This is an optimization exercise on Yosys and OpenROAD, whose aim is small area, a short achievable clock period and few clock cycles per item, not a production implementation.
Function was checked by simulation only, so behaviour that the tests miss may differ from the original.

$ cat flow/run.sh
#!/bin/bash
# synth_recipe.tcl (not shown) runs the flow's synth.tcl, then flattens the netlist and writes it again
# the make line also repeats each setting of config.mk as NAME=value (left out here)
make -C /OpenROAD-flow-scripts/flow DESIGN_CONFIG=/design/flow/config.mk WORK_HOME=/design/flow/orfs CLKGATE_MAP_FILE= SYNTH_SCRIPT=/design/flow/synth_recipe.tcl finish
$ cat flow/config.mk
export PLATFORM = sky130hd
export DESIGN_NAME = note_envelope_motor_drive
export DESIGN_NICKNAME = note_envelope_motor_drive
export VERILOG_FILES = /design/flow/design.v
export SDC_FILE = /design/flow/constraint.sdc
export NUM_CORES = 4
export LEC_CHECK = 0
export ABC_AREA = 1
export CAP_MARGIN = 20
export CORE_MARGIN = 2
export CORE_UTILIZATION = 55
export SETUP_SLACK_MARGIN = 4.5
export SLEW_MARGIN = 20
$ cat flow/constraint.sdc
create_clock -name core_clock -period 10.0 [get_ports {clk}]
set_input_delay 2.0000 -clock core_clock [delete_from_list [all_inputs] [get_ports {clk}]]
set_output_delay 2.0000 -clock core_clock [all_outputs]
set_load 0.01 [all_outputs]
$ cat flow/design.v
`default_nettype none
package nemd_pkg;
  localparam logic [1:0]  REG_ATTACK = 2'd0;
  localparam logic [1:0]  REG_RISE   = 2'd1;
  localparam logic [1:0]  REG_FALL   = 2'd2;
  localparam logic [15:0] ATTACK_RESET = 16'd5243;
  localparam logic [8:0]  RISE_RESET   = 9'd179;
  localparam logic [8:0]  FALL_RESET   = 9'd72;
  localparam logic        ACT_OFF = 1'b1;
  localparam logic [11:0] REST_BELOW = 12'd20;
  localparam logic [11:0] PITCH_LOW  = 12'd110;
  localparam logic [11:0] PITCH_HIGH = 12'd850;
  localparam logic [16:0] PITCH_SPAN = 17'd740;
  localparam logic [16:0] ONE_Q16    = 17'h10000;
  localparam logic [16:0] BASE_Q16   = 17'd42598;
  localparam logic [14:0] DEPTH_Q16  = 15'd22938;
  localparam logic [15:0] DUR_MAX    = 16'hFFFF;
  typedef struct packed {
    logic        start;
    logic [16:0] rem_init;
    logic [15:0] num_lo;
    logic [16:0] divisor;
  } div_req_t;
  typedef struct packed {
    logic        done;
    logic [15:0] quot;
  } div_rsp_t;
endpackage
`default_nettype wire
`default_nettype none
import nemd_pkg::*;
module nemd_div (
  input  logic               clk,
  input  logic               rst,
  input  nemd_pkg::div_req_t req,
  output nemd_pkg::div_rsp_t rsp
);
  logic        busy;
  logic        done;
  logic [3:0]  cnt;
  logic [16:0] rem;
  logic [15:0] num;
  logic [16:0] dvsr;
  logic [15:0] quot;
  logic [17:0] trial;
  logic [17:0] diff;
  logic        fits;
  always_comb begin
    trial = {rem, num[15]};
    diff  = trial - {1'b0, dvsr};
    fits  = (trial >= {1'b0, dvsr});
  end
  always_ff @(posedge clk) begin
    if (rst) begin
      busy <= 1'b0;
      done <= 1'b0;
      cnt  <= 4'd0;
    end else begin
      done <= 1'b0;
      if (req.start) begin
        busy <= 1'b1;
        cnt  <= 4'd15;
      end else if (busy) begin
        cnt <= cnt - 4'd1;
        if (cnt == 4'd0) begin
          busy <= 1'b0;
          done <= 1'b1;
        end
      end
    end
  end
  always_ff @(posedge clk) begin
    if (req.start) begin
      rem  <= req.rem_init;
      num  <= req.num_lo;
      dvsr <= req.divisor;
    end else if (busy) begin
      rem  <= fits ? diff[16:0] : trial[16:0];
      num  <= {num[14:0], 1'b0};
      quot <= {quot[14:0], fits};
    end
  end
  assign rsp.done = done;
  assign rsp.quot = quot;
endmodule
`default_nettype wire
`default_nettype none
import nemd_pkg::*;
module note_envelope_motor_drive (
  input  logic        clk,
  input  logic        rst,
  input  logic        s_tvalid,
  output logic        s_tready,
  input  logic [63:0] s_tdata,
  input  logic        s_tuser,
  output logic        m_tvalid,
  input  logic        m_tready,
  output logic [7:0]  m_tdata,
  input  logic        psel,
  input  logic        penable,
  input  logic        pwrite,
  input  logic [3:0]  paddr,
  input  logic [31:0] pwdata,
  output logic [31:0] prdata,
  output logic        pready
);
  localparam int DEPTH = 29;
  logic [15:0] attack_fraction;
  logic [8:0]  rise_gain;
  logic [8:0]  fall_gain;
  logic [15:0] level;
  logic [16:0] att_dec;
  logic [4:0]  be_rn, be_ro, be_rt, be_fn, be_fo, be_ft;
  wire [9:0] wa = 10'd256 - {1'b0, pwdata[8:0]};
  wire [10:0] wx = {wa, 1'b0};
  wire [4:0] wa_n, wa_o, wa_t;
  for (genvar j = 0; j < 5; j++) begin : g_benc
    assign wa_n[j] = wx[2*j+2];
    assign wa_o[j] = wx[2*j+1] ^ wx[2*j];
    assign wa_t[j] = (wx[2*j+2] & ~wx[2*j+1] & ~wx[2*j]) | (~wx[2*j+2] & wx[2*j+1] & wx[2*j]);
  end
  logic        s_tready_q;
  logic [4:0] inflight;
  logic [4:0] fcount;
  logic [4:0] wptr, rptr;
  logic [7:0]  fmem [DEPTH];
  logic        p1_v;
  logic        p1_kill;
  logic        p1_tz;
  logic        p1_dsat;
  logic [9:0] p1_x;
  logic [15:0] p1_el;
  logic [11:0] p1_tempo;
  logic [11:0] p1_rem;
  logic [15:0] p1_nq;
  logic        p2_v;
  logic        p2_kill;
  logic        p2_tz;
  logic        p2_dsat;
  logic [9:0] p2_x;
  logic [15:0] p2_el;
  logic [11:0] p2_tempo;
  logic [11:0] p2_rem;
  logic [15:0] p2_nq;
  logic        p3_v;
  logic        p3_kill;
  logic        p3_tz;
  logic        p3_dsat;
  logic [9:0] p3_x;
  logic [15:0] p3_el;
  logic [11:0] p3_tempo;
  logic [11:0] p3_rem;
  logic [15:0] p3_nq;
  logic        p4_v;
  logic        p4_kill;
  logic        p4_tz;
  logic        p4_dsat;
  logic [9:0] p4_x;
  logic [15:0] p4_el;
  logic [11:0] p4_tempo;
  logic [11:0] p4_rem;
  logic [15:0] p4_nq;
  logic        p5_v;
  logic        p5_kill;
  logic        p5_tz;
  logic        p5_dsat;
  logic [9:0] p5_x;
  logic [15:0] p5_el;
  logic [11:0] p5_tempo;
  logic [11:0] p5_rem;
  logic [15:0] p5_nq;
  logic        p6_v;
  logic        p6_kill;
  logic        p6_tz;
  logic        p6_dsat;
  logic [9:0] p6_x;
  logic [15:0] p6_el;
  logic [11:0] p6_tempo;
  logic [11:0] p6_rem;
  logic [15:0] p6_nq;
  logic        p7_v;
  logic        p7_kill;
  logic        p7_tz;
  logic        p7_pfull;
  logic [9:0] p7_x;
  logic [15:0] p7_dur;
  logic [15:0] p7_rem;
  logic [15:0] p7_nq;
  logic        p8_v;
  logic        p8_kill;
  logic        p8_tz;
  logic        p8_pfull;
  logic [9:0] p8_x;
  logic [15:0] p8_dur;
  logic [15:0] p8_rem;
  logic [15:0] p8_nq;
  logic        p9_v;
  logic        p9_kill;
  logic        p9_tz;
  logic        p9_pfull;
  logic [9:0] p9_x;
  logic [15:0] p9_dur;
  logic [15:0] p9_rem;
  logic [15:0] p9_nq;
  logic        p10_v;
  logic        p10_kill;
  logic        p10_tz;
  logic        p10_pfull;
  logic [9:0] p10_x;
  logic [15:0] p10_dur;
  logic [15:0] p10_rem;
  logic [15:0] p10_nq;
  logic        p11_v;
  logic        p11_kill;
  logic        p11_tz;
  logic        p11_pfull;
  logic [9:0] p11_x;
  logic [15:0] p11_dur;
  logic [15:0] p11_rem;
  logic [15:0] p11_nq;
  logic        p12_v;
  logic        p12_kill;
  logic        p12_tz;
  logic        p12_pfull;
  logic [9:0] p12_x;
  logic [15:0] p12_dur;
  logic [15:0] p12_rem;
  logic [15:0] p12_nq;
  logic        p13_v;
  logic        p13_kill;
  logic        p13_tz;
  logic        p13_pfull;
  logic [9:0] p13_x;
  logic [15:0] p13_dur;
  logic [15:0] p13_rem;
  logic [15:0] p13_nq;
  logic        p14_v;
  logic        p14_kill;
  logic        p14_tz;
  logic        p14_pfull;
  logic [9:0] p14_x;
  logic [15:0] p14_dur;
  logic [15:0] p14_rem;
  logic [15:0] p14_nq;
  logic        p15_v;
  logic        p15_kill;
  logic        p15_tz;
  logic        p15_att;
  logic [9:0] p15_x;
  logic [16:0] p15_pd;
  logic        p16_v;
  logic        p16_kill;
  logic        p16_tz;
  logic        p16_att;
  logic [9:0] p16_x;
  logic [15:0] p16_rem;
  logic [15:0] p16_nq;
  logic        p17_v;
  logic        p17_kill;
  logic        p17_tz;
  logic        p17_att;
  logic [9:0] p17_x;
  logic [15:0] p17_rem;
  logic [15:0] p17_nq;
  logic        p18_v;
  logic        p18_kill;
  logic        p18_tz;
  logic        p18_att;
  logic [9:0] p18_x;
  logic [15:0] p18_rem;
  logic [15:0] p18_nq;
  logic        p19_v;
  logic        p19_kill;
  logic        p19_tz;
  logic        p19_att;
  logic [9:0] p19_x;
  logic [15:0] p19_rem;
  logic [15:0] p19_nq;
  logic        p20_v;
  logic        p20_kill;
  logic        p20_tz;
  logic        p20_att;
  logic [9:0] p20_x;
  logic [15:0] p20_rem;
  logic [15:0] p20_nq;
  logic        p21_v;
  logic        p21_kill;
  logic        p21_tz;
  logic        p21_att;
  logic [9:0] p21_x;
  logic [15:0] p21_rem;
  logic [15:0] p21_nq;
  logic        p22_v;
  logic        p22_kill;
  logic        p22_tz;
  logic        p22_att;
  logic [15:0] p22_rem;
  logic [15:0] p22_nq;
  logic [16:0] p22_pitch;
  logic        p23_v;
  logic        p23_kill;
  logic        p23_tz;
  logic        p23_att;
  logic [15:0] p23_rem;
  logic [15:0] p23_nq;
  logic [14:0] p23_sm;
  logic        p24_v;
  logic        p24_kill;
  logic        p24_tz;
  logic        p24_att;
  logic [15:0] p24_nq;
  logic [23:0] p24_s255;
  logic        p25_v;
  logic        p25_kill;
  logic        p25_tz;
  logic [32:0] p25_x;
  logic [7:0] p25_oh;
  logic [23:0] p25_s255;
  logic        p26_v;
  logic        p26_kill;
  logic [15:0] p26_tg;
  logic        p27_v;
  logic        p27_kill;
  logic [15:0] p27_tg;
  logic [26:0] p27_pr;
  logic [26:0] p27_pf;
  assign pready = 1'b1;
  always_comb begin
    case (paddr[3:2])
      REG_ATTACK: prdata = {16'd0, attack_fraction};
      REG_RISE:   prdata = {23'd0, rise_gain};
      REG_FALL:   prdata = {23'd0, fall_gain};
      default:    prdata = 32'd0;
    endcase
  end
  always_ff @(posedge clk) begin
    if (rst) begin
      attack_fraction <= ATTACK_RESET;
      rise_gain       <= RISE_RESET;
      fall_gain       <= FALL_RESET;
      att_dec         <= ONE_Q16 - {1'b0, ATTACK_RESET};
      be_rn <= 5'd2; be_ro <= 5'd15; be_rt <= 5'd0;
      be_fn <= 5'd14; be_fo <= 5'd24; be_ft <= 5'd2;
    end else if (psel && penable && pwrite) begin
      case (paddr[3:2])
        REG_ATTACK: begin attack_fraction <= pwdata[15:0]; att_dec <= ONE_Q16 - {1'b0, pwdata[15:0]}; end
        REG_RISE:   begin rise_gain <= pwdata[8:0]; be_rn <= wa_n; be_ro <= wa_o; be_rt <= wa_t; end
        REG_FALL:   begin fall_gain <= pwdata[8:0]; be_fn <= wa_n; be_fo <= wa_o; be_ft <= wa_t; end
        default:    ;
      endcase
    end
  end
  wire [11:0] i_freq  = s_tdata[13:2];
  wire [15:0] i_len   = s_tdata[29:14];
  wire [15:0] i_el    = s_tdata[45:30];
  wire [11:0] i_tempo = s_tdata[57:46];
  wire i_kill = (s_tuser == ACT_OFF) | ~s_tdata[0];
  wire i_tz = ~s_tdata[1] | (i_freq < REST_BELOW) | (i_tempo == 12'd0) |
              ((i_len[15:4] == 12'd0) && ({i_len[3:0], 8'd0} < i_tempo));
  wire i_dsat = ({4'd0, i_len[15:8]} >= i_tempo);
  wire [11:0] i_fm = i_freq - PITCH_LOW;
  wire [9:0] i_x = (i_freq <= PITCH_LOW) ? 10'd0 : (i_freq >= PITCH_HIGH) ? 10'd740 : i_fm[9:0];
  wire i_v = s_tvalid & s_tready_q;
  wire [15:0] ia_nqi = {i_len[7:0], 8'd0};
  wire [12:0] ia_t0 = {{4'd0, i_len[15:8]}, ia_nqi[15]};
  wire [13:0] ia_d0 = {1'd0, ia_t0} - {2'd0, i_tempo};
  wire ia_f0 = ~ia_d0[13];
  wire [11:0] ia_r0 = ia_f0 ? ia_d0[11:0] : ia_t0[11:0];
  wire [15:0] ia_n0 = {ia_nqi[14:0], ia_f0};
  always_ff @(posedge clk) p1_v <= rst ? 1'b0 : i_v;
  always_ff @(posedge clk) p1_kill <= i_kill;
  always_ff @(posedge clk) p1_tz <= i_tz;
  always_ff @(posedge clk) p1_dsat <= i_dsat;
  always_ff @(posedge clk) p1_x <= i_x;
  always_ff @(posedge clk) p1_el <= i_el;
  always_ff @(posedge clk) p1_tempo <= i_tempo;
  always_ff @(posedge clk) p1_rem <= ia_r0;
  always_ff @(posedge clk) p1_nq <= ia_n0;
  wire [12:0] s1_t0 = {p1_rem, p1_nq[15]};
  wire [13:0] s1_d0 = {1'd0, s1_t0} - {2'd0, p1_tempo};
  wire s1_f0 = ~s1_d0[13];
  wire [11:0] s1_r0 = s1_f0 ? s1_d0[11:0] : s1_t0[11:0];
  wire [15:0] s1_n0 = {p1_nq[14:0], s1_f0};
  wire [12:0] s1_t1 = {s1_r0, s1_n0[15]};
  wire [13:0] s1_d1 = {1'd0, s1_t1} - {2'd0, p1_tempo};
  wire s1_f1 = ~s1_d1[13];
  wire [11:0] s1_r1 = s1_f1 ? s1_d1[11:0] : s1_t1[11:0];
  wire [15:0] s1_n1 = {s1_n0[14:0], s1_f1};
  wire [12:0] s1_t2 = {s1_r1, s1_n1[15]};
  wire [13:0] s1_d2 = {1'd0, s1_t2} - {2'd0, p1_tempo};
  wire s1_f2 = ~s1_d2[13];
  wire [11:0] s1_r2 = s1_f2 ? s1_d2[11:0] : s1_t2[11:0];
  wire [15:0] s1_n2 = {s1_n1[14:0], s1_f2};
  always_ff @(posedge clk) p2_v <= rst ? 1'b0 : p1_v;
  always_ff @(posedge clk) p2_kill <= p1_kill;
  always_ff @(posedge clk) p2_tz <= p1_tz;
  always_ff @(posedge clk) p2_dsat <= p1_dsat;
  always_ff @(posedge clk) p2_x <= p1_x;
  always_ff @(posedge clk) p2_el <= p1_el;
  always_ff @(posedge clk) p2_tempo <= p1_tempo;
  always_ff @(posedge clk) p2_rem <= s1_r2;
  always_ff @(posedge clk) p2_nq <= s1_n2;
  wire [12:0] s2_t0 = {p2_rem, p2_nq[15]};
  wire [13:0] s2_d0 = {1'd0, s2_t0} - {2'd0, p2_tempo};
  wire s2_f0 = ~s2_d0[13];
  wire [11:0] s2_r0 = s2_f0 ? s2_d0[11:0] : s2_t0[11:0];
  wire [15:0] s2_n0 = {p2_nq[14:0], s2_f0};
  wire [12:0] s2_t1 = {s2_r0, s2_n0[15]};
  wire [13:0] s2_d1 = {1'd0, s2_t1} - {2'd0, p2_tempo};
  wire s2_f1 = ~s2_d1[13];
  wire [11:0] s2_r1 = s2_f1 ? s2_d1[11:0] : s2_t1[11:0];
  wire [15:0] s2_n1 = {s2_n0[14:0], s2_f1};
  wire [12:0] s2_t2 = {s2_r1, s2_n1[15]};
  wire [13:0] s2_d2 = {1'd0, s2_t2} - {2'd0, p2_tempo};
  wire s2_f2 = ~s2_d2[13];
  wire [11:0] s2_r2 = s2_f2 ? s2_d2[11:0] : s2_t2[11:0];
  wire [15:0] s2_n2 = {s2_n1[14:0], s2_f2};
  always_ff @(posedge clk) p3_v <= rst ? 1'b0 : p2_v;
  always_ff @(posedge clk) p3_kill <= p2_kill;
  always_ff @(posedge clk) p3_tz <= p2_tz;
  always_ff @(posedge clk) p3_dsat <= p2_dsat;
  always_ff @(posedge clk) p3_x <= p2_x;
  always_ff @(posedge clk) p3_el <= p2_el;
  always_ff @(posedge clk) p3_tempo <= p2_tempo;
  always_ff @(posedge clk) p3_rem <= s2_r2;
  always_ff @(posedge clk) p3_nq <= s2_n2;
  wire [12:0] s3_t0 = {p3_rem, p3_nq[15]};
  wire [13:0] s3_d0 = {1'd0, s3_t0} - {2'd0, p3_tempo};
  wire s3_f0 = ~s3_d0[13];
  wire [11:0] s3_r0 = s3_f0 ? s3_d0[11:0] : s3_t0[11:0];
  wire [15:0] s3_n0 = {p3_nq[14:0], s3_f0};
  wire [12:0] s3_t1 = {s3_r0, s3_n0[15]};
  wire [13:0] s3_d1 = {1'd0, s3_t1} - {2'd0, p3_tempo};
  wire s3_f1 = ~s3_d1[13];
  wire [11:0] s3_r1 = s3_f1 ? s3_d1[11:0] : s3_t1[11:0];
  wire [15:0] s3_n1 = {s3_n0[14:0], s3_f1};
  wire [12:0] s3_t2 = {s3_r1, s3_n1[15]};
  wire [13:0] s3_d2 = {1'd0, s3_t2} - {2'd0, p3_tempo};
  wire s3_f2 = ~s3_d2[13];
  wire [11:0] s3_r2 = s3_f2 ? s3_d2[11:0] : s3_t2[11:0];
  wire [15:0] s3_n2 = {s3_n1[14:0], s3_f2};
  always_ff @(posedge clk) p4_v <= rst ? 1'b0 : p3_v;
  always_ff @(posedge clk) p4_kill <= p3_kill;
  always_ff @(posedge clk) p4_tz <= p3_tz;
  always_ff @(posedge clk) p4_dsat <= p3_dsat;
  always_ff @(posedge clk) p4_x <= p3_x;
  always_ff @(posedge clk) p4_el <= p3_el;
  always_ff @(posedge clk) p4_tempo <= p3_tempo;
  always_ff @(posedge clk) p4_rem <= s3_r2;
  always_ff @(posedge clk) p4_nq <= s3_n2;
  wire [12:0] s4_t0 = {p4_rem, p4_nq[15]};
  wire [13:0] s4_d0 = {1'd0, s4_t0} - {2'd0, p4_tempo};
  wire s4_f0 = ~s4_d0[13];
  wire [11:0] s4_r0 = s4_f0 ? s4_d0[11:0] : s4_t0[11:0];
  wire [15:0] s4_n0 = {p4_nq[14:0], s4_f0};
  wire [12:0] s4_t1 = {s4_r0, s4_n0[15]};
  wire [13:0] s4_d1 = {1'd0, s4_t1} - {2'd0, p4_tempo};
  wire s4_f1 = ~s4_d1[13];
  wire [11:0] s4_r1 = s4_f1 ? s4_d1[11:0] : s4_t1[11:0];
  wire [15:0] s4_n1 = {s4_n0[14:0], s4_f1};
  wire [12:0] s4_t2 = {s4_r1, s4_n1[15]};
  wire [13:0] s4_d2 = {1'd0, s4_t2} - {2'd0, p4_tempo};
  wire s4_f2 = ~s4_d2[13];
  wire [11:0] s4_r2 = s4_f2 ? s4_d2[11:0] : s4_t2[11:0];
  wire [15:0] s4_n2 = {s4_n1[14:0], s4_f2};
  always_ff @(posedge clk) p5_v <= rst ? 1'b0 : p4_v;
  always_ff @(posedge clk) p5_kill <= p4_kill;
  always_ff @(posedge clk) p5_tz <= p4_tz;
  always_ff @(posedge clk) p5_dsat <= p4_dsat;
  always_ff @(posedge clk) p5_x <= p4_x;
  always_ff @(posedge clk) p5_el <= p4_el;
  always_ff @(posedge clk) p5_tempo <= p4_tempo;
  always_ff @(posedge clk) p5_rem <= s4_r2;
  always_ff @(posedge clk) p5_nq <= s4_n2;
  wire [12:0] s5_t0 = {p5_rem, p5_nq[15]};
  wire [13:0] s5_d0 = {1'd0, s5_t0} - {2'd0, p5_tempo};
  wire s5_f0 = ~s5_d0[13];
  wire [11:0] s5_r0 = s5_f0 ? s5_d0[11:0] : s5_t0[11:0];
  wire [15:0] s5_n0 = {p5_nq[14:0], s5_f0};
  wire [12:0] s5_t1 = {s5_r0, s5_n0[15]};
  wire [13:0] s5_d1 = {1'd0, s5_t1} - {2'd0, p5_tempo};
  wire s5_f1 = ~s5_d1[13];
  wire [11:0] s5_r1 = s5_f1 ? s5_d1[11:0] : s5_t1[11:0];
  wire [15:0] s5_n1 = {s5_n0[14:0], s5_f1};
  wire [12:0] s5_t2 = {s5_r1, s5_n1[15]};
  wire [13:0] s5_d2 = {1'd0, s5_t2} - {2'd0, p5_tempo};
  wire s5_f2 = ~s5_d2[13];
  wire [11:0] s5_r2 = s5_f2 ? s5_d2[11:0] : s5_t2[11:0];
  wire [15:0] s5_n2 = {s5_n1[14:0], s5_f2};
  always_ff @(posedge clk) p6_v <= rst ? 1'b0 : p5_v;
  always_ff @(posedge clk) p6_kill <= p5_kill;
  always_ff @(posedge clk) p6_tz <= p5_tz;
  always_ff @(posedge clk) p6_dsat <= p5_dsat;
  always_ff @(posedge clk) p6_x <= p5_x;
  always_ff @(posedge clk) p6_el <= p5_el;
  always_ff @(posedge clk) p6_tempo <= p5_tempo;
  always_ff @(posedge clk) p6_rem <= s5_r2;
  always_ff @(posedge clk) p6_nq <= s5_n2;
  wire [15:0] s6_dur = p6_dsat ? DUR_MAX : p6_nq;
  wire s6_pfull = (p6_el >= s6_dur);
  wire [15:0] s6_nqi = 16'd0;
  wire [16:0] s6_t0 = {p6_el, s6_nqi[15]};
  wire [17:0] s6_d0 = {1'd0, s6_t0} - {2'd0, s6_dur};
  wire s6_f0 = ~s6_d0[17];
  wire [15:0] s6_r0 = s6_f0 ? s6_d0[15:0] : s6_t0[15:0];
  wire [15:0] s6_n0 = {s6_nqi[14:0], s6_f0};
  wire [16:0] s6_t1 = {s6_r0, s6_n0[15]};
  wire [17:0] s6_d1 = {1'd0, s6_t1} - {2'd0, s6_dur};
  wire s6_f1 = ~s6_d1[17];
  wire [15:0] s6_r1 = s6_f1 ? s6_d1[15:0] : s6_t1[15:0];
  wire [15:0] s6_n1 = {s6_n0[14:0], s6_f1};
  always_ff @(posedge clk) p7_v <= rst ? 1'b0 : p6_v;
  always_ff @(posedge clk) p7_kill <= p6_kill;
  always_ff @(posedge clk) p7_tz <= p6_tz;
  always_ff @(posedge clk) p7_pfull <= s6_pfull;
  always_ff @(posedge clk) p7_x <= p6_x;
  always_ff @(posedge clk) p7_dur <= s6_dur;
  always_ff @(posedge clk) p7_rem <= s6_r1;
  always_ff @(posedge clk) p7_nq <= s6_n1;
  wire [16:0] s7_t0 = {p7_rem, p7_nq[15]};
  wire [17:0] s7_d0 = {1'd0, s7_t0} - {2'd0, p7_dur};
  wire s7_f0 = ~s7_d0[17];
  wire [15:0] s7_r0 = s7_f0 ? s7_d0[15:0] : s7_t0[15:0];
  wire [15:0] s7_n0 = {p7_nq[14:0], s7_f0};
  wire [16:0] s7_t1 = {s7_r0, s7_n0[15]};
  wire [17:0] s7_d1 = {1'd0, s7_t1} - {2'd0, p7_dur};
  wire s7_f1 = ~s7_d1[17];
  wire [15:0] s7_r1 = s7_f1 ? s7_d1[15:0] : s7_t1[15:0];
  wire [15:0] s7_n1 = {s7_n0[14:0], s7_f1};
  always_ff @(posedge clk) p8_v <= rst ? 1'b0 : p7_v;
  always_ff @(posedge clk) p8_kill <= p7_kill;
  always_ff @(posedge clk) p8_tz <= p7_tz;
  always_ff @(posedge clk) p8_pfull <= p7_pfull;
  always_ff @(posedge clk) p8_x <= p7_x;
  always_ff @(posedge clk) p8_dur <= p7_dur;
  always_ff @(posedge clk) p8_rem <= s7_r1;
  always_ff @(posedge clk) p8_nq <= s7_n1;
  wire [16:0] s8_t0 = {p8_rem, p8_nq[15]};
  wire [17:0] s8_d0 = {1'd0, s8_t0} - {2'd0, p8_dur};
  wire s8_f0 = ~s8_d0[17];
  wire [15:0] s8_r0 = s8_f0 ? s8_d0[15:0] : s8_t0[15:0];
  wire [15:0] s8_n0 = {p8_nq[14:0], s8_f0};
  wire [16:0] s8_t1 = {s8_r0, s8_n0[15]};
  wire [17:0] s8_d1 = {1'd0, s8_t1} - {2'd0, p8_dur};
  wire s8_f1 = ~s8_d1[17];
  wire [15:0] s8_r1 = s8_f1 ? s8_d1[15:0] : s8_t1[15:0];
  wire [15:0] s8_n1 = {s8_n0[14:0], s8_f1};
  always_ff @(posedge clk) p9_v <= rst ? 1'b0 : p8_v;
  always_ff @(posedge clk) p9_kill <= p8_kill;
  always_ff @(posedge clk) p9_tz <= p8_tz;
  always_ff @(posedge clk) p9_pfull <= p8_pfull;
  always_ff @(posedge clk) p9_x <= p8_x;
  always_ff @(posedge clk) p9_dur <= p8_dur;
  always_ff @(posedge clk) p9_rem <= s8_r1;
  always_ff @(posedge clk) p9_nq <= s8_n1;
  wire [16:0] s9_t0 = {p9_rem, p9_nq[15]};
  wire [17:0] s9_d0 = {1'd0, s9_t0} - {2'd0, p9_dur};
  wire s9_f0 = ~s9_d0[17];
  wire [15:0] s9_r0 = s9_f0 ? s9_d0[15:0] : s9_t0[15:0];
  wire [15:0] s9_n0 = {p9_nq[14:0], s9_f0};
  wire [16:0] s9_t1 = {s9_r0, s9_n0[15]};
  wire [17:0] s9_d1 = {1'd0, s9_t1} - {2'd0, p9_dur};
  wire s9_f1 = ~s9_d1[17];
  wire [15:0] s9_r1 = s9_f1 ? s9_d1[15:0] : s9_t1[15:0];
  wire [15:0] s9_n1 = {s9_n0[14:0], s9_f1};
  always_ff @(posedge clk) p10_v <= rst ? 1'b0 : p9_v;
  always_ff @(posedge clk) p10_kill <= p9_kill;
  always_ff @(posedge clk) p10_tz <= p9_tz;
  always_ff @(posedge clk) p10_pfull <= p9_pfull;
  always_ff @(posedge clk) p10_x <= p9_x;
  always_ff @(posedge clk) p10_dur <= p9_dur;
  always_ff @(posedge clk) p10_rem <= s9_r1;
  always_ff @(posedge clk) p10_nq <= s9_n1;
  wire [16:0] s10_t0 = {p10_rem, p10_nq[15]};
  wire [17:0] s10_d0 = {1'd0, s10_t0} - {2'd0, p10_dur};
  wire s10_f0 = ~s10_d0[17];
  wire [15:0] s10_r0 = s10_f0 ? s10_d0[15:0] : s10_t0[15:0];
  wire [15:0] s10_n0 = {p10_nq[14:0], s10_f0};
  wire [16:0] s10_t1 = {s10_r0, s10_n0[15]};
  wire [17:0] s10_d1 = {1'd0, s10_t1} - {2'd0, p10_dur};
  wire s10_f1 = ~s10_d1[17];
  wire [15:0] s10_r1 = s10_f1 ? s10_d1[15:0] : s10_t1[15:0];
  wire [15:0] s10_n1 = {s10_n0[14:0], s10_f1};
  always_ff @(posedge clk) p11_v <= rst ? 1'b0 : p10_v;
  always_ff @(posedge clk) p11_kill <= p10_kill;
  always_ff @(posedge clk) p11_tz <= p10_tz;
  always_ff @(posedge clk) p11_pfull <= p10_pfull;
  always_ff @(posedge clk) p11_x <= p10_x;
  always_ff @(posedge clk) p11_dur <= p10_dur;
  always_ff @(posedge clk) p11_rem <= s10_r1;
  always_ff @(posedge clk) p11_nq <= s10_n1;
  wire [16:0] s11_t0 = {p11_rem, p11_nq[15]};
  wire [17:0] s11_d0 = {1'd0, s11_t0} - {2'd0, p11_dur};
  wire s11_f0 = ~s11_d0[17];
  wire [15:0] s11_r0 = s11_f0 ? s11_d0[15:0] : s11_t0[15:0];
  wire [15:0] s11_n0 = {p11_nq[14:0], s11_f0};
  wire [16:0] s11_t1 = {s11_r0, s11_n0[15]};
  wire [17:0] s11_d1 = {1'd0, s11_t1} - {2'd0, p11_dur};
  wire s11_f1 = ~s11_d1[17];
  wire [15:0] s11_r1 = s11_f1 ? s11_d1[15:0] : s11_t1[15:0];
  wire [15:0] s11_n1 = {s11_n0[14:0], s11_f1};
  always_ff @(posedge clk) p12_v <= rst ? 1'b0 : p11_v;
  always_ff @(posedge clk) p12_kill <= p11_kill;
  always_ff @(posedge clk) p12_tz <= p11_tz;
  always_ff @(posedge clk) p12_pfull <= p11_pfull;
  always_ff @(posedge clk) p12_x <= p11_x;
  always_ff @(posedge clk) p12_dur <= p11_dur;
  always_ff @(posedge clk) p12_rem <= s11_r1;
  always_ff @(posedge clk) p12_nq <= s11_n1;
  wire [16:0] s12_t0 = {p12_rem, p12_nq[15]};
  wire [17:0] s12_d0 = {1'd0, s12_t0} - {2'd0, p12_dur};
  wire s12_f0 = ~s12_d0[17];
  wire [15:0] s12_r0 = s12_f0 ? s12_d0[15:0] : s12_t0[15:0];
  wire [15:0] s12_n0 = {p12_nq[14:0], s12_f0};
  wire [16:0] s12_t1 = {s12_r0, s12_n0[15]};
  wire [17:0] s12_d1 = {1'd0, s12_t1} - {2'd0, p12_dur};
  wire s12_f1 = ~s12_d1[17];
  wire [15:0] s12_r1 = s12_f1 ? s12_d1[15:0] : s12_t1[15:0];
  wire [15:0] s12_n1 = {s12_n0[14:0], s12_f1};
  always_ff @(posedge clk) p13_v <= rst ? 1'b0 : p12_v;
  always_ff @(posedge clk) p13_kill <= p12_kill;
  always_ff @(posedge clk) p13_tz <= p12_tz;
  always_ff @(posedge clk) p13_pfull <= p12_pfull;
  always_ff @(posedge clk) p13_x <= p12_x;
  always_ff @(posedge clk) p13_dur <= p12_dur;
  always_ff @(posedge clk) p13_rem <= s12_r1;
  always_ff @(posedge clk) p13_nq <= s12_n1;
  wire [16:0] s13_t0 = {p13_rem, p13_nq[15]};
  wire [17:0] s13_d0 = {1'd0, s13_t0} - {2'd0, p13_dur};
  wire s13_f0 = ~s13_d0[17];
  wire [15:0] s13_r0 = s13_f0 ? s13_d0[15:0] : s13_t0[15:0];
  wire [15:0] s13_n0 = {p13_nq[14:0], s13_f0};
  wire [16:0] s13_t1 = {s13_r0, s13_n0[15]};
  wire [17:0] s13_d1 = {1'd0, s13_t1} - {2'd0, p13_dur};
  wire s13_f1 = ~s13_d1[17];
  wire [15:0] s13_r1 = s13_f1 ? s13_d1[15:0] : s13_t1[15:0];
  wire [15:0] s13_n1 = {s13_n0[14:0], s13_f1};
  always_ff @(posedge clk) p14_v <= rst ? 1'b0 : p13_v;
  always_ff @(posedge clk) p14_kill <= p13_kill;
  always_ff @(posedge clk) p14_tz <= p13_tz;
  always_ff @(posedge clk) p14_pfull <= p13_pfull;
  always_ff @(posedge clk) p14_x <= p13_x;
  always_ff @(posedge clk) p14_dur <= p13_dur;
  always_ff @(posedge clk) p14_rem <= s13_r1;
  always_ff @(posedge clk) p14_nq <= s13_n1;
  wire [16:0] s14_phase = p14_pfull ? ONE_Q16 : {1'b0, p14_nq};
  wire s14_att = (attack_fraction != 16'd0) && (s14_phase < {1'b0, attack_fraction});
  wire [16:0] s14_dd = s14_phase - {1'b0, attack_fraction};
  wire [16:0] s14_r = s14_att ? s14_phase : s14_dd;
  always_ff @(posedge clk) p15_v <= rst ? 1'b0 : p14_v;
  always_ff @(posedge clk) p15_kill <= p14_kill;
  always_ff @(posedge clk) p15_tz <= p14_tz;
  always_ff @(posedge clk) p15_att <= s14_att;
  always_ff @(posedge clk) p15_x <= p14_x;
  always_ff @(posedge clk) p15_pd <= s14_r;
  wire [31:0] s15_num = {15'd0, p15_pd} * 32'd22938;
  wire [15:0] s15_rem = p15_att ? p15_pd[15:0] : s15_num[31:16];
  wire [15:0] s15_nq = p15_att ? 16'd0 : s15_num[15:0];
  wire [16:0] s15_div = p15_att ? div_att : div_dec;
  always_ff @(posedge clk) p16_v <= rst ? 1'b0 : p15_v;
  always_ff @(posedge clk) p16_kill <= p15_kill;
  always_ff @(posedge clk) p16_tz <= p15_tz;
  always_ff @(posedge clk) p16_att <= p15_att;
  always_ff @(posedge clk) p16_x <= p15_x;
  always_ff @(posedge clk) p16_rem <= s15_rem;
  always_ff @(posedge clk) p16_nq <= s15_nq;
  wire [16:0] div_att = {1'b0, attack_fraction};
  wire [16:0] div_dec = att_dec;
  wire [16:0] s16_div = p16_att ? div_att : div_dec;
  wire [16:0] s16_t0 = {p16_rem, p16_nq[15]};
  wire [17:0] s16_d0 = {1'd0, s16_t0} - {1'd0, s16_div};
  wire s16_f0 = ~s16_d0[17];
  wire [15:0] s16_r0 = s16_f0 ? s16_d0[15:0] : s16_t0[15:0];
  wire [15:0] s16_n0 = {p16_nq[14:0], s16_f0};
  wire [16:0] s16_t1 = {s16_r0, s16_n0[15]};
  wire [17:0] s16_d1 = {1'd0, s16_t1} - {1'd0, s16_div};
  wire s16_f1 = ~s16_d1[17];
  wire [15:0] s16_r1 = s16_f1 ? s16_d1[15:0] : s16_t1[15:0];
  wire [15:0] s16_n1 = {s16_n0[14:0], s16_f1};
  always_ff @(posedge clk) p17_v <= rst ? 1'b0 : p16_v;
  always_ff @(posedge clk) p17_kill <= p16_kill;
  always_ff @(posedge clk) p17_tz <= p16_tz;
  always_ff @(posedge clk) p17_att <= p16_att;
  always_ff @(posedge clk) p17_x <= p16_x;
  always_ff @(posedge clk) p17_rem <= s16_r1;
  always_ff @(posedge clk) p17_nq <= s16_n1;
  wire [16:0] s17_div = p17_att ? div_att : div_dec;
  wire [16:0] s17_t0 = {p17_rem, p17_nq[15]};
  wire [17:0] s17_d0 = {1'd0, s17_t0} - {1'd0, s17_div};
  wire s17_f0 = ~s17_d0[17];
  wire [15:0] s17_r0 = s17_f0 ? s17_d0[15:0] : s17_t0[15:0];
  wire [15:0] s17_n0 = {p17_nq[14:0], s17_f0};
  wire [16:0] s17_t1 = {s17_r0, s17_n0[15]};
  wire [17:0] s17_d1 = {1'd0, s17_t1} - {1'd0, s17_div};
  wire s17_f1 = ~s17_d1[17];
  wire [15:0] s17_r1 = s17_f1 ? s17_d1[15:0] : s17_t1[15:0];
  wire [15:0] s17_n1 = {s17_n0[14:0], s17_f1};
  always_ff @(posedge clk) p18_v <= rst ? 1'b0 : p17_v;
  always_ff @(posedge clk) p18_kill <= p17_kill;
  always_ff @(posedge clk) p18_tz <= p17_tz;
  always_ff @(posedge clk) p18_att <= p17_att;
  always_ff @(posedge clk) p18_x <= p17_x;
  always_ff @(posedge clk) p18_rem <= s17_r1;
  always_ff @(posedge clk) p18_nq <= s17_n1;
  wire [16:0] s18_div = p18_att ? div_att : div_dec;
  wire [16:0] s18_t0 = {p18_rem, p18_nq[15]};
  wire [17:0] s18_d0 = {1'd0, s18_t0} - {1'd0, s18_div};
  wire s18_f0 = ~s18_d0[17];
  wire [15:0] s18_r0 = s18_f0 ? s18_d0[15:0] : s18_t0[15:0];
  wire [15:0] s18_n0 = {p18_nq[14:0], s18_f0};
  wire [16:0] s18_t1 = {s18_r0, s18_n0[15]};
  wire [17:0] s18_d1 = {1'd0, s18_t1} - {1'd0, s18_div};
  wire s18_f1 = ~s18_d1[17];
  wire [15:0] s18_r1 = s18_f1 ? s18_d1[15:0] : s18_t1[15:0];
  wire [15:0] s18_n1 = {s18_n0[14:0], s18_f1};
  always_ff @(posedge clk) p19_v <= rst ? 1'b0 : p18_v;
  always_ff @(posedge clk) p19_kill <= p18_kill;
  always_ff @(posedge clk) p19_tz <= p18_tz;
  always_ff @(posedge clk) p19_att <= p18_att;
  always_ff @(posedge clk) p19_x <= p18_x;
  always_ff @(posedge clk) p19_rem <= s18_r1;
  always_ff @(posedge clk) p19_nq <= s18_n1;
  wire [16:0] s19_div = p19_att ? div_att : div_dec;
  wire [16:0] s19_t0 = {p19_rem, p19_nq[15]};
  wire [17:0] s19_d0 = {1'd0, s19_t0} - {1'd0, s19_div};
  wire s19_f0 = ~s19_d0[17];
  wire [15:0] s19_r0 = s19_f0 ? s19_d0[15:0] : s19_t0[15:0];
  wire [15:0] s19_n0 = {p19_nq[14:0], s19_f0};
  wire [16:0] s19_t1 = {s19_r0, s19_n0[15]};
  wire [17:0] s19_d1 = {1'd0, s19_t1} - {1'd0, s19_div};
  wire s19_f1 = ~s19_d1[17];
  wire [15:0] s19_r1 = s19_f1 ? s19_d1[15:0] : s19_t1[15:0];
  wire [15:0] s19_n1 = {s19_n0[14:0], s19_f1};
  always_ff @(posedge clk) p20_v <= rst ? 1'b0 : p19_v;
  always_ff @(posedge clk) p20_kill <= p19_kill;
  always_ff @(posedge clk) p20_tz <= p19_tz;
  always_ff @(posedge clk) p20_att <= p19_att;
  always_ff @(posedge clk) p20_x <= p19_x;
  always_ff @(posedge clk) p20_rem <= s19_r1;
  always_ff @(posedge clk) p20_nq <= s19_n1;
  wire [16:0] s20_div = p20_att ? div_att : div_dec;
  wire [16:0] s20_t0 = {p20_rem, p20_nq[15]};
  wire [17:0] s20_d0 = {1'd0, s20_t0} - {1'd0, s20_div};
  wire s20_f0 = ~s20_d0[17];
  wire [15:0] s20_r0 = s20_f0 ? s20_d0[15:0] : s20_t0[15:0];
  wire [15:0] s20_n0 = {p20_nq[14:0], s20_f0};
  wire [16:0] s20_t1 = {s20_r0, s20_n0[15]};
  wire [17:0] s20_d1 = {1'd0, s20_t1} - {1'd0, s20_div};
  wire s20_f1 = ~s20_d1[17];
  wire [15:0] s20_r1 = s20_f1 ? s20_d1[15:0] : s20_t1[15:0];
  wire [15:0] s20_n1 = {s20_n0[14:0], s20_f1};
  always_ff @(posedge clk) p21_v <= rst ? 1'b0 : p20_v;
  always_ff @(posedge clk) p21_kill <= p20_kill;
  always_ff @(posedge clk) p21_tz <= p20_tz;
  always_ff @(posedge clk) p21_att <= p20_att;
  always_ff @(posedge clk) p21_x <= p20_x;
  always_ff @(posedge clk) p21_rem <= s20_r1;
  always_ff @(posedge clk) p21_nq <= s20_n1;
  wire [16:0] s21_div = p21_att ? div_att : div_dec;
  wire [16:0] s21_t0 = {p21_rem, p21_nq[15]};
  wire [17:0] s21_d0 = {1'd0, s21_t0} - {1'd0, s21_div};
  wire s21_f0 = ~s21_d0[17];
  wire [15:0] s21_r0 = s21_f0 ? s21_d0[15:0] : s21_t0[15:0];
  wire [15:0] s21_n0 = {p21_nq[14:0], s21_f0};
  wire [16:0] s21_t1 = {s21_r0, s21_n0[15]};
  wire [17:0] s21_d1 = {1'd0, s21_t1} - {1'd0, s21_div};
  wire s21_f1 = ~s21_d1[17];
  wire [15:0] s21_r1 = s21_f1 ? s21_d1[15:0] : s21_t1[15:0];
  wire [15:0] s21_n1 = {s21_n0[14:0], s21_f1};
  wire [31:0] s21_pm = {22'd0, p21_x} * 32'd2902005;
  always_ff @(posedge clk) p22_v <= rst ? 1'b0 : p21_v;
  always_ff @(posedge clk) p22_kill <= p21_kill;
  always_ff @(posedge clk) p22_tz <= p21_tz;
  always_ff @(posedge clk) p22_att <= p21_att;
  always_ff @(posedge clk) p22_rem <= s21_r1;
  always_ff @(posedge clk) p22_nq <= s21_n1;
  always_ff @(posedge clk) p22_pitch <= s21_pm[31:15];
  wire [16:0] s22_div = p22_att ? div_att : div_dec;
  wire [16:0] s22_t0 = {p22_rem, p22_nq[15]};
  wire [17:0] s22_d0 = {1'd0, s22_t0} - {1'd0, s22_div};
  wire s22_f0 = ~s22_d0[17];
  wire [15:0] s22_r0 = s22_f0 ? s22_d0[15:0] : s22_t0[15:0];
  wire [15:0] s22_n0 = {p22_nq[14:0], s22_f0};
  wire [16:0] s22_t1 = {s22_r0, s22_n0[15]};
  wire [17:0] s22_d1 = {1'd0, s22_t1} - {1'd0, s22_div};
  wire s22_f1 = ~s22_d1[17];
  wire [15:0] s22_r1 = s22_f1 ? s22_d1[15:0] : s22_t1[15:0];
  wire [15:0] s22_n1 = {s22_n0[14:0], s22_f1};
  wire [31:0] s22_sm = {15'd0, p22_pitch} * 32'd22938;
  always_ff @(posedge clk) p23_v <= rst ? 1'b0 : p22_v;
  always_ff @(posedge clk) p23_kill <= p22_kill;
  always_ff @(posedge clk) p23_tz <= p22_tz;
  always_ff @(posedge clk) p23_att <= p22_att;
  always_ff @(posedge clk) p23_rem <= s22_r1;
  always_ff @(posedge clk) p23_nq <= s22_n1;
  always_ff @(posedge clk) p23_sm <= s22_sm[30:16];
  wire [16:0] s23_div = p23_att ? div_att : div_dec;
  wire [16:0] s23_t0 = {p23_rem, p23_nq[15]};
  wire [17:0] s23_d0 = {1'd0, s23_t0} - {1'd0, s23_div};
  wire s23_f0 = ~s23_d0[17];
  wire [15:0] s23_r0 = s23_f0 ? s23_d0[15:0] : s23_t0[15:0];
  wire [15:0] s23_n0 = {p23_nq[14:0], s23_f0};
  wire [16:0] s23_t1 = {s23_r0, s23_n0[15]};
  wire [17:0] s23_d1 = {1'd0, s23_t1} - {1'd0, s23_div};
  wire s23_f1 = ~s23_d1[17];
  wire [15:0] s23_r1 = s23_f1 ? s23_d1[15:0] : s23_t1[15:0];
  wire [15:0] s23_n1 = {s23_n0[14:0], s23_f1};
  wire [23:0] s23_s255 = 24'd10862490 + {1'b0, p23_sm, 8'd0} - {9'd0, p23_sm};
  always_ff @(posedge clk) p24_v <= rst ? 1'b0 : p23_v;
  always_ff @(posedge clk) p24_kill <= p23_kill;
  always_ff @(posedge clk) p24_tz <= p23_tz;
  always_ff @(posedge clk) p24_att <= p23_att;
  always_ff @(posedge clk) p24_nq <= s23_n1;
  always_ff @(posedge clk) p24_s255 <= s23_s255;
  wire [15:0] s24_op = p24_att ? p24_nq : ~p24_nq;
  wire [23:0] s24_ad = p24_att ? 24'd0 : p24_s255;
  wire [32:0] s24_x_ye = {9'd0, p24_s255};
  wire [32:0] s24_x = ({33{s24_op[7:0][0]}} & (s24_x_ye << 0)) + ({33{s24_op[7:0][1]}} & (s24_x_ye << 1)) + ({33{s24_op[7:0][2]}} & (s24_x_ye << 2)) + ({33{s24_op[7:0][3]}} & (s24_x_ye << 3)) + ({33{s24_op[7:0][4]}} & (s24_x_ye << 4)) + ({33{s24_op[7:0][5]}} & (s24_x_ye << 5)) + ({33{s24_op[7:0][6]}} & (s24_x_ye << 6)) + ({33{s24_op[7:0][7]}} & (s24_x_ye << 7)) + {9'd0, s24_ad};
  always_ff @(posedge clk) p25_v <= rst ? 1'b0 : p24_v;
  always_ff @(posedge clk) p25_kill <= p24_kill;
  always_ff @(posedge clk) p25_tz <= p24_tz;
  always_ff @(posedge clk) p25_x <= s24_x;
  always_ff @(posedge clk) p25_oh <= s24_op[15:8];
  always_ff @(posedge clk) p25_s255 <= p24_s255;
  wire [39:0] s25_sc_ye = {16'd0, p25_s255};
  wire [39:0] s25_sc = ({40{p25_oh[0]}} & (s25_sc_ye << 8)) + ({40{p25_oh[1]}} & (s25_sc_ye << 9)) + ({40{p25_oh[2]}} & (s25_sc_ye << 10)) + ({40{p25_oh[3]}} & (s25_sc_ye << 11)) + ({40{p25_oh[4]}} & (s25_sc_ye << 12)) + ({40{p25_oh[5]}} & (s25_sc_ye << 13)) + ({40{p25_oh[6]}} & (s25_sc_ye << 14)) + ({40{p25_oh[7]}} & (s25_sc_ye << 15)) + {7'd0, p25_x};
  wire [15:0] s25_tg = p25_tz ? 16'd0 : s25_sc[39:24];
  always_ff @(posedge clk) p26_v <= rst ? 1'b0 : p25_v;
  always_ff @(posedge clk) p26_kill <= p25_kill;
  always_ff @(posedge clk) p26_tg <= s25_tg;
  wire [26:0] grm0 = be_ro[0] ? {11'd0, p26_tg} : be_rt[0] ? {10'd0, p26_tg, 1'b0} : 27'd0;
  wire [26:0] grr0 = (~be_rn[0] ? ~grm0 : grm0) << 0;
  wire [26:0] grm1 = be_ro[1] ? {11'd0, p26_tg} : be_rt[1] ? {10'd0, p26_tg, 1'b0} : 27'd0;
  wire [26:0] grr1 = (~be_rn[1] ? ~grm1 : grm1) << 2;
  wire [26:0] grm2 = be_ro[2] ? {11'd0, p26_tg} : be_rt[2] ? {10'd0, p26_tg, 1'b0} : 27'd0;
  wire [26:0] grr2 = (~be_rn[2] ? ~grm2 : grm2) << 4;
  wire [26:0] grm3 = be_ro[3] ? {11'd0, p26_tg} : be_rt[3] ? {10'd0, p26_tg, 1'b0} : 27'd0;
  wire [26:0] grr3 = (~be_rn[3] ? ~grm3 : grm3) << 6;
  wire [26:0] grm4 = be_ro[4] ? {11'd0, p26_tg} : be_rt[4] ? {10'd0, p26_tg, 1'b0} : 27'd0;
  wire [26:0] grr4 = (~be_rn[4] ? ~grm4 : grm4) << 8;
  wire [26:0] s26_pr = {3'd0, p26_tg, 8'd0} + grr0 + grr1 + grr2 + grr3 + grr4 + 27'd341;
  wire [26:0] gfm0 = be_fo[0] ? {11'd0, p26_tg} : be_ft[0] ? {10'd0, p26_tg, 1'b0} : 27'd0;
  wire [26:0] gfr0 = (~be_fn[0] ? ~gfm0 : gfm0) << 0;
  wire [26:0] gfm1 = be_fo[1] ? {11'd0, p26_tg} : be_ft[1] ? {10'd0, p26_tg, 1'b0} : 27'd0;
  wire [26:0] gfr1 = (~be_fn[1] ? ~gfm1 : gfm1) << 2;
  wire [26:0] gfm2 = be_fo[2] ? {11'd0, p26_tg} : be_ft[2] ? {10'd0, p26_tg, 1'b0} : 27'd0;
  wire [26:0] gfr2 = (~be_fn[2] ? ~gfm2 : gfm2) << 4;
  wire [26:0] gfm3 = be_fo[3] ? {11'd0, p26_tg} : be_ft[3] ? {10'd0, p26_tg, 1'b0} : 27'd0;
  wire [26:0] gfr3 = (~be_fn[3] ? ~gfm3 : gfm3) << 6;
  wire [26:0] gfm4 = be_fo[4] ? {11'd0, p26_tg} : be_ft[4] ? {10'd0, p26_tg, 1'b0} : 27'd0;
  wire [26:0] gfr4 = (~be_fn[4] ? ~gfm4 : gfm4) << 8;
  wire [26:0] s26_pf = {3'd0, p26_tg, 8'd0} + gfr0 + gfr1 + gfr2 + gfr3 + gfr4 + 27'd596;
  always_ff @(posedge clk) p27_v <= rst ? 1'b0 : p26_v;
  always_ff @(posedge clk) p27_kill <= p26_kill;
  always_ff @(posedge clk) p27_tg <= p26_tg;
  always_ff @(posedge clk) p27_pr <= s26_pr;
  always_ff @(posedge clk) p27_pf <= s26_pf;
  wire rising = (p27_tg > level);
  wire [26:0] lrm0 = be_ro[0] ? {11'd0, level} : be_rt[0] ? {10'd0, level, 1'b0} : 27'd0;
  wire [26:0] lrr0 = (be_rn[0] ? ~lrm0 : lrm0) << 0;
  wire [26:0] lrm1 = be_ro[1] ? {11'd0, level} : be_rt[1] ? {10'd0, level, 1'b0} : 27'd0;
  wire [26:0] lrr1 = (be_rn[1] ? ~lrm1 : lrm1) << 2;
  wire [26:0] lrm2 = be_ro[2] ? {11'd0, level} : be_rt[2] ? {10'd0, level, 1'b0} : 27'd0;
  wire [26:0] lrr2 = (be_rn[2] ? ~lrm2 : lrm2) << 4;
  wire [26:0] lrm3 = be_ro[3] ? {11'd0, level} : be_rt[3] ? {10'd0, level, 1'b0} : 27'd0;
  wire [26:0] lrr3 = (be_rn[3] ? ~lrm3 : lrm3) << 6;
  wire [26:0] lrm4 = be_ro[4] ? {11'd0, level} : be_rt[4] ? {10'd0, level, 1'b0} : 27'd0;
  wire [26:0] lrr4 = (be_rn[4] ? ~lrm4 : lrm4) << 8;
  wire [26:0] s_r = lrr0 + lrr1 + lrr2 + lrr3 + lrr4 + p27_pr;
  wire [26:0] lfm0 = be_fo[0] ? {11'd0, level} : be_ft[0] ? {10'd0, level, 1'b0} : 27'd0;
  wire [26:0] lfr0 = (be_fn[0] ? ~lfm0 : lfm0) << 0;
  wire [26:0] lfm1 = be_fo[1] ? {11'd0, level} : be_ft[1] ? {10'd0, level, 1'b0} : 27'd0;
  wire [26:0] lfr1 = (be_fn[1] ? ~lfm1 : lfm1) << 2;
  wire [26:0] lfm2 = be_fo[2] ? {11'd0, level} : be_ft[2] ? {10'd0, level, 1'b0} : 27'd0;
  wire [26:0] lfr2 = (be_fn[2] ? ~lfm2 : lfm2) << 4;
  wire [26:0] lfm3 = be_fo[3] ? {11'd0, level} : be_ft[3] ? {10'd0, level, 1'b0} : 27'd0;
  wire [26:0] lfr3 = (be_fn[3] ? ~lfm3 : lfm3) << 6;
  wire [26:0] lfm4 = be_fo[4] ? {11'd0, level} : be_ft[4] ? {10'd0, level, 1'b0} : 27'd0;
  wire [26:0] lfr4 = (be_fn[4] ? ~lfm4 : lfm4) << 8;
  wire [26:0] s_f = lfr0 + lfr1 + lfr2 + lfr3 + lfr4 + p27_pf;
  wire [18:0] q_r = s_r[26:8];
  wire [18:0] q_f = s_f[26:8];
  wire [15:0] n_r = (q_r[17:8] == 10'd0) ? 16'd0 : (q_r[17:16] != 2'd0) ? 16'hFFFF : q_r[15:0];
  wire [15:0] n_f = (q_f[18] | (q_f[17:8] == 10'd0)) ? 16'd0 : q_f[15:0];
  wire [15:0] lvl_next = p27_kill ? 16'd0 : rising ? n_r : n_f;
  wire res_v = p27_v;
  always_ff @(posedge clk) begin
    if (rst) level <= 16'd0;
    else if (res_v) level <= lvl_next;
  end
  wire take = m_tvalid & m_tready;
  wire [4:0] inflight_next = inflight + {4'd0, i_v} - {4'd0, take};
  always_ff @(posedge clk) begin
    if (rst) begin
      inflight   <= 5'd0;
      s_tready_q <= 1'b1;
      fcount     <= 5'd0;
      wptr       <= 5'd0;
      rptr       <= 5'd0;
    end else begin
      inflight   <= inflight_next;
      s_tready_q <= (inflight_next < 5'd29);
      fcount     <= fcount + {4'd0, res_v} - {4'd0, take};
      if (res_v) wptr <= (wptr == 5'd28) ? 5'd0 : wptr + 5'd1;
      if (take) rptr <= (rptr == 5'd28) ? 5'd0 : rptr + 5'd1;
    end
  end
  always_ff @(posedge clk) begin
    if (res_v) fmem[wptr] <= lvl_next[15:8];
  end
  assign s_tready = s_tready_q;
  assign m_tvalid = (fcount != 5'd0);
  assign m_tdata  = fmem[rptr];
endmodule
`default_nettype wire
==> summary.txt <==
final setup fails: 0
estimated wirelength of the detail-placed design: 265,000 um
syn avg cell area: 8.20 um2
number of warnings printed during yosys synthesis: 1
placed cell areas: 0.132 mm2
antenna violations before repair: 16
total vias in the final route: 106,186
Critical Path AT: 3.50 ns
final worst path period need: 5.50 ns
ratio of final minimum period to clock period: 55.0%
top library cells by usage in the layout, fill and taps aside: sky130_fd_sc_hd__nand2_1, sky130_fd_sc_hd__inv_1, sky130_fd_sc_hd__dfxtp_1
Setup crit end kind: output port
NumNets Final: 18,320
dpl ws: 2.82 ns
Worst Setup Path Type: in -> out
post-synthesis cell count: 15,672
maximum number of pins on one net before global-route repair: 84
count of standard-cell rows: 177
max-slew violations: 0
initial core utilization: 55.3%
via density per instance: 5.54
standard cell with the maximum stage delay on the critical path: sky130_fd_sc_hd__o211ai_1
area of the core: 0.233 mm2
horizontal die dimension: 487 um
global routing usage summed across all routing layers: 29.7%
unrepaired setup endpoints after global routing: yes
number of maximum-capacitance violations: 0
type of element launching the critical path: input pin
final worst-path setup slack: 4.50 ns
area grow syn2layout: 13.6%
share of the synthesized area in the top cell type: 23.2%
Hold Buf Count CTS: 0
WL per Instance: 18.8 um
clock tree buffer depth: 3
die height: 487 um
number of hold-slack violations in the final timing report: 0
die footprint: 0.238 mm2
Placer Congestion: 0.940
number of input and output port buffers inserted: 109
Clock Tree Root: sky130_fd_sc_hd__clkbuf_16
WL final: 360,000 um
Yosys reg bits: 1,719
wire length of the first global-routing pass: 566,000 um
remaining number of nets flagged by the antenna check after routing: 0
required time at the endpoint of the critical path: 8.00 ns
critical path cell sequence: dlygate4sd2_1 > nor2_2 > clkinv_4 > o211ai_1 > clkdlybuf4s15_2
FFs w/ async S/R, synth: 0%
io pins: 151
worst skew pair latency: 0.90 ns
total global routing overflow: 0
number of DRC violations after detailed routing: 0
transition time of the tightest slew-check pin: 1.03 ns
number of enable-type register cells in the synthesized netlist: 232
clock tree from TritonCTS: yes
largest incremental delay on the critical path: 0.57 ns
class of the tightest hold or removal check: reg -> reg
distinct cell type count of the synthesized netlist: 82
maximum clock skew at final layout: 0.0949 ns
most common cell after layout, fill and taps aside: sky130_fd_sc_hd__nand2_1
biggest area consumer among synthesized cells: sky130_fd_sc_hd__dfxtp_1
number of buffers inserted during clock tree synthesis: 183
number of global-route vias before repair: 106,129
total number of H-tree levels: 4
commonest register cell after synthesis: sky130_fd_sc_hd__dfxtp_1
Setup Total Neg Slack: 0 ns
Crit path max-delay family: buffers and inverters
number of sinks on the clock net: 1,719
number of buffers and inverters on the critical path: 3
outcome: finished clean
number of detailed-route iterations in the first pass: 6
post-route cell area: 0.146 mm2
layout cell share with drive strength beyond 1: 9.94%
Max Fclk: 0.182 GHz
most area-consuming cells after synthesis: sky130_fd_sc_hd__dfxtp_1, sky130_fd_sc_hd__ha_1, sky130_fd_sc_hd__fa_1
clock-pin slew on the worst setup and hold paths: 0.06 ns
worst hold slack: 0.288 ns
max-slew headroom at the worst pin: 31.4%
critical-path maximum fanout: 11
initial DRC count: 7,656
Netlist Area Pre-Place: 0.129 mm2
register area share after synthesis: 28.6%
## routing by layer
| metal | GRT usage, % | share of wire, % | up-vias |
|---|---|---|---|
| met1 | 37.7 | 42 | 50452 |
| met2 | 50.0 | 47 | 3368 |
| met3 | 4.51 | 6.1 | 883 |
| met4 | 13.4 | 4.8 | 2 |
| met5 | 0 | 0.0036 | - |
| li1 | - | - | 51481 |
## repair_timing
action | CTS | global route
setup buffers | 129 | 144
pin swaps | 48 | 135
endpoints found under the setup margin | 520 | 569
resized for setup | 468 | 638
gates cloned | 59 | 24
## state kept, by name, indices dropped and copies added (netlist names), 17 cells and up, named ones only
name / count
p25_x: 25
p27_pr: 26
fmem: 232
att_dec: 17
p24_s255: 24
p22_pitch: 17
p15_pd: 17
p25_s255: 24
p27_pf: 27
## area by class of cell
| class | instances | area [um2] |
|---|---|---|
| fillers | 20122 | 86600 |
| repair inverters | 57 | 398 |
| inverters | 2483 | 9690 |
| flip-flops and latches | 1719 | 37000 |
| well taps | 3043 | 3810 |
| diodes | 13 | 32.5 |
| clock buffers | 231 | 4980 |
| clock inverters | 114 | 1610 |
| repair buffers | 486 | 5010 |
| multi-input cells | 11010 | 83500 |
## cells by family after synthesis
logic type / share of synthesized area [%]
DFF: 28.6
muxes: 0.0175
buffers and inverters: 8.90
AOI/OAI and AO/OA: 13.6
adders and majority gates: 27.2
xor gates and xnor gates: 7.11
and+or+nand+nor: 14.6
other: 0.00584
## synth_stat cells, types with 24 or more instances
master and instances:
sky130_fd_sc_hd__a211oi_1 27, sky130_fd_sc_hd__a21boi_0 36, sky130_fd_sc_hd__a21o_1 70, sky130_fd_sc_hd__a21oi_1 1057, sky130_fd_sc_hd__a31oi_1 56, sky130_fd_sc_hd__buf_1 48
sky130_fd_sc_hd__buf_2 51, sky130_fd_sc_hd__buf_4 33, sky130_fd_sc_hd__clkbuf_1 321, sky130_fd_sc_hd__dfxtp_1 1487, sky130_fd_sc_hd__edfxtp_1 232, sky130_fd_sc_hd__fa_1 868
sky130_fd_sc_hd__ha_1 1404, sky130_fd_sc_hd__inv_1 2444, sky130_fd_sc_hd__nand2_1 2868, sky130_fd_sc_hd__nand3_1 430, sky130_fd_sc_hd__nand3b_1 24, sky130_fd_sc_hd__nand4_1 90
sky130_fd_sc_hd__nor2_1 903, sky130_fd_sc_hd__nor3_1 106, sky130_fd_sc_hd__o211ai_1 72, sky130_fd_sc_hd__o21a_1 55, sky130_fd_sc_hd__o21ai_0 1075, sky130_fd_sc_hd__o21ai_1 67
sky130_fd_sc_hd__o21bai_1 40, sky130_fd_sc_hd__o221ai_1 47, sky130_fd_sc_hd__o22ai_1 327, sky130_fd_sc_hd__o31ai_1 42, sky130_fd_sc_hd__or2_2 80, sky130_fd_sc_hd__xnor2_1 284
sky130_fd_sc_hd__xor2_1 757
## metrics by stage
step / instances / utilization [%]
after CTS: 18975 / 61.0
after global placement: 18441 / 56.8
after floorplan: 15688 / -
after detailed placement: 18442 / 56.8
after global routing: 19151 / 62.8
final: 19156 / 62.8
## final timing paths
| kind | start | to | slack, ns | cells past startpoint |
|---|---|---|---|---|
| setup / recovery | paddr[3] | prdata[1] | 4.50 | 5 |
| hold / removal | p21_nq[1] | p22_nq[3] | 0.29 | 0 |
| setup reg to reg | level[8] | fmem[2][3] | 4.60 | 26 |
| hold reg to reg | p21_nq[1] | p22_nq[3] | 0.29 | 0 |
Testbench counts, summed over its fixed seeds: cycles 5,248, items 4,800.

## what the ideal ports hide
Ports are ideal in the flow. The routed layout listed here was re-timed in OpenROAD.
Step 1 sets driving cells, clkbuf_16 on the clock port and buf_2 on the other inputs (assumed; they add their load-dependent delay and slew).
Step 2 moves the port delays by t, midway between the first and last clock arrival at a register: inputs arrive t later, outputs are due t later. That takes back most of the time a late clock gives input paths.
a / b / c = ideal ports / drivers / drivers and shift; a / b = the first two.
t (ns): 0.940
setup slack, ns: 4.496 / 4.467 / 4.467
worst hold slack (ns): 0.288 / 0.288 / 0.288
worst setup path after step 2: input to output
slew at the worst register clock pin (ns): 0.07 / 0.07
After both steps this run still meets setup and hold. The setup slack of this run moves by -0.029 ns with the drivers and by -0.029 ns with both steps.
